This design comes from an exercise in tuning for small area on the open sky130 flow, not from production work.
At most, simulation tests tie the RTL to the original design; equivalence was not proved.
The flow treats the clock pin as an ideal source, which a real chip does not have.
No activity file was given, so power comes from the tool's default toggle rates.

==> module keccak_nonce_scanner, before the edit <==
module keccak_nonce_scanner #(
    parameter int CORE_LATENCY = 50,
    parameter int NONCE_WIDTH  = 32,
    parameter int FIFO_DEPTH   = 4
) (
    input  logic                     clk,
    input  logic                     reset,
    input  logic                     work_load,
    input  logic [511-NONCE_WIDTH:0] work_header,
    input  logic [NONCE_WIDTH-1:0]   start_nonce,
    input  logic [NONCE_WIDTH-1:0]   end_nonce,
    input  logic [63:0]              target,
    output logic [511:0]             core_data,
    input  logic [511:0]             core_hash,
    output logic                     busy,
    output logic                     done,
    output logic                     found_valid,
    input  logic                     found_ready,
    output logic [NONCE_WIDTH-1:0]   found_nonce,
    output logic [15:0]              drop_count
);
    localparam int PTR_W = $clog2(FIFO_DEPTH);
    localparam int D_CMP = CORE_LATENCY + 1;
    localparam int D_MAX = CORE_LATENCY + 2;
    localparam int D_W   = $clog2(D_MAX + 1);
    logic [511-NONCE_WIDTH:0] header;
    logic [NONCE_WIDTH-1:0]   end_r;
    logic [NONCE_WIDTH-1:0]   nonce;       
    logic                     first;       
    logic [63:0]              target_r;
    logic [D_W-1:0]           dcnt;        
    logic                     hit;
    logic [NONCE_WIDTH-1:0]   hit_nonce;   
    logic                     last;
    logic                     cmp;
    logic                     hash_le;
    always_comb begin
        hash_le = 1'b1;
        for (int i = 0; i < 64; i++) begin
            hash_le = (core_hash[i] == target_r[i]) ? hash_le : target_r[i];
        end
    end
    logic [NONCE_WIDTH-1:0]   fifo_mem [FIFO_DEPTH];
    logic [PTR_W-1:0]         rd_ptr;
    logic [PTR_W-1:0]         wr_ptr;
    logic                     full;
    logic                     pop;
    logic                     push;
    assign core_data = {header, nonce};
    assign last = busy && (dcnt == D_W'(D_MAX)) && (hit_nonce == end_r);
    assign cmp  = busy && ((dcnt == D_W'(D_CMP)) || (dcnt == D_W'(D_MAX))) && !last;
    always_ff @(posedge clk) begin
        if (work_load) begin
            header   <= work_header;
            end_r    <= end_nonce;
            target_r <= target;
        end
        nonce     <= work_load ? start_nonce : nonce + NONCE_WIDTH'(!first);
        first     <= work_load;
        hit_nonce <= nonce - NONCE_WIDTH'(CORE_LATENCY);
    end
    always_ff @(posedge clk) begin
        if (reset) begin
            busy <= 1'b0;
            done <= 1'b0;
            dcnt <= '0;
            hit  <= 1'b0;
        end else begin
            hit <= cmp && hash_le;
            if (work_load) begin
                busy <= 1'b1;
                done <= 1'b0;
                dcnt <= '0;
            end else begin
                if (dcnt != D_W'(D_MAX)) begin
                    dcnt <= dcnt + D_W'(1);
                end
                if (last) begin
                    busy <= 1'b0;
                    done <= 1'b1;
                end
            end
        end
    end
    assign found_valid = full || (rd_ptr != wr_ptr);
    assign found_nonce = fifo_mem[rd_ptr];
    assign pop         = found_valid && found_ready;
    assign push        = hit && (!full || pop);
    always_ff @(posedge clk) begin
        if (push) begin
            fifo_mem[wr_ptr] <= hit_nonce;
        end
    end
    always_ff @(posedge clk) begin
        if (reset) begin
            rd_ptr     <= '0;
            wr_ptr     <= '0;
            full       <= 1'b0;
            drop_count <= '0;
        end else begin
            if (pop) begin
                rd_ptr <= rd_ptr + PTR_W'(1);
            end
            if (push) begin
                wr_ptr <= wr_ptr + PTR_W'(1);
            end
            if (push && !pop) begin
                full <= (wr_ptr + PTR_W'(1)) == rd_ptr;
            end else if (pop && !push) begin
                full <= 1'b0;
            end
            if (hit && !push && (drop_count != '1)) begin
                drop_count <= drop_count + 16'd1;
            end
        end
    end
endmodule
Settings: LEC_CHECK=0, CAP_MARGIN=20, CORE_AREA=5 5 515 515, DIE_AREA=0 0 520 520, PLACE_DENSITY_LB_ADDON=0.15, SLEW_MARGIN=20; clock period 6.0 ns.
standard.sh (not shown) runs the stock make flow with config.mk's settings and CLKGATE_MAP_FILE= SYNTH_SCRIPT=/design/flow/synth_recipe.tcl, a recipe that flattens the netlist after the stock synthesis.
==> flow/flow/run.sh <==
#!/bin/bash
# Standard ORFS layout, with these changes:
#  - port buffers are buf_1 instead of the flow's default pick;
#  - CTS uses clkbuf_8 with set sink clusters and no dummy loads;
#  - after CTS, flow/cts_post.tcl shrinks clock buffers that have slew to spare.
set -euo pipefail
bash standard.sh \
  "BUFFER_PORTS_ARGS=-buffer_cell sky130_fd_sc_hd__buf_1" \
  "CTS_ARGS=-sink_clustering_enable -repair_clock_nets -dont_use_dummy_load -buf_list sky130_fd_sc_hd__clkbuf_8 -sink_clustering_size 10 -sink_clustering_max_diameter 80" \
  "POST_CTS_TCL=$PWD/flow/cts_post.tcl" \
  finish > make_finish.log 2>&1
Other scripts of this flow, unchanged in this note and not shown: flow/flow/cts_post.tcl
Next try:
--- a/flow/design.v
+++ b/flow/design.v
@@ -35,8 +35,19 @@
     logic                     cmp;
     logic                     hash_le;
+    logic [NONCE_WIDTH-1:0]   nonce_m;
+    always_comb begin
+        logic b;
+        logic [NONCE_WIDTH-1:0] k;
+        k = NONCE_WIDTH'(CORE_LATENCY);
+        b = 1'b0;
+        for (int i = 0; i < NONCE_WIDTH; i++) begin
+            nonce_m[i] = nonce[i] ^ k[i] ^ b;
+            b = k[i] ? (!nonce[i] || b) : (!nonce[i] && b);
+        end
+    end
     always_comb begin
         hash_le = 1'b1;
         for (int i = 0; i < 64; i++) begin
-            hash_le = (core_hash[i] == target_r[i]) ? hash_le : target_r[i];
+            hash_le = (target_r[i] && !core_hash[i]) || (hash_le && (target_r[i] || !core_hash[i]));
         end
     end
@@ -58,5 +69,5 @@
         nonce     <= work_load ? start_nonce : nonce + NONCE_WIDTH'(!first);
         first     <= work_load;
-        hit_nonce <= nonce - NONCE_WIDTH'(CORE_LATENCY);
+        hit_nonce <= nonce_m;
     end
     always_ff @(posedge clk) begin
Result: Routed wire length goes down by 3.2%; cell count grows by 0.38%; sequential power shrinks by about 0.9%; design area grows by 0.71%; worst setup slack gets worse by 2.1 ns; non-clock buffer count grows by 23; die area is unchanged; global-route usage went down by 0.58 points; area after synthesis stays flat; clock-buffer cell count is lower by 8.
For the second run of this note, only the layout was checked, not whether the RTL still works.

re-timing with driven ports:
The flow's constraints put no driver on any port. The routed layouts listed below were extracted and timed again, unchanged, in two steps. Step 1 sets driving cells, clkbuf_16 on the clock port and buf_2 on the other inputs (assumed; they add their load-dependent delay and slew). Step 2 times the ports against the registers' clock, not the clock port: input delays grow and output delays shrink by t, the midpoint of the rising clock arrivals with the driver on. Three values: ideal, step 1, step 2; two values: the first two.
run | t (ns) | setup WS [ns] | worst hold slack (ns) | worst setup path after step 2 | worst data-port slew with drivers (ns)
the first run | 0.922 | 2.273 / 2.170 / 1.830 | 0.453 / 0.388 / 0.453 | input to register | 0.46
the second run | 0.910 | 0.194 / 0.194 / 0.194 | 0.438 / 0.427 / 0.438 | register to register | 0.42
After both steps setup and hold are still met in every run listed. For the first run, which loses most, drivers alone change the setup slack by -0.103 ns; drivers and shift together by -0.443 ns.
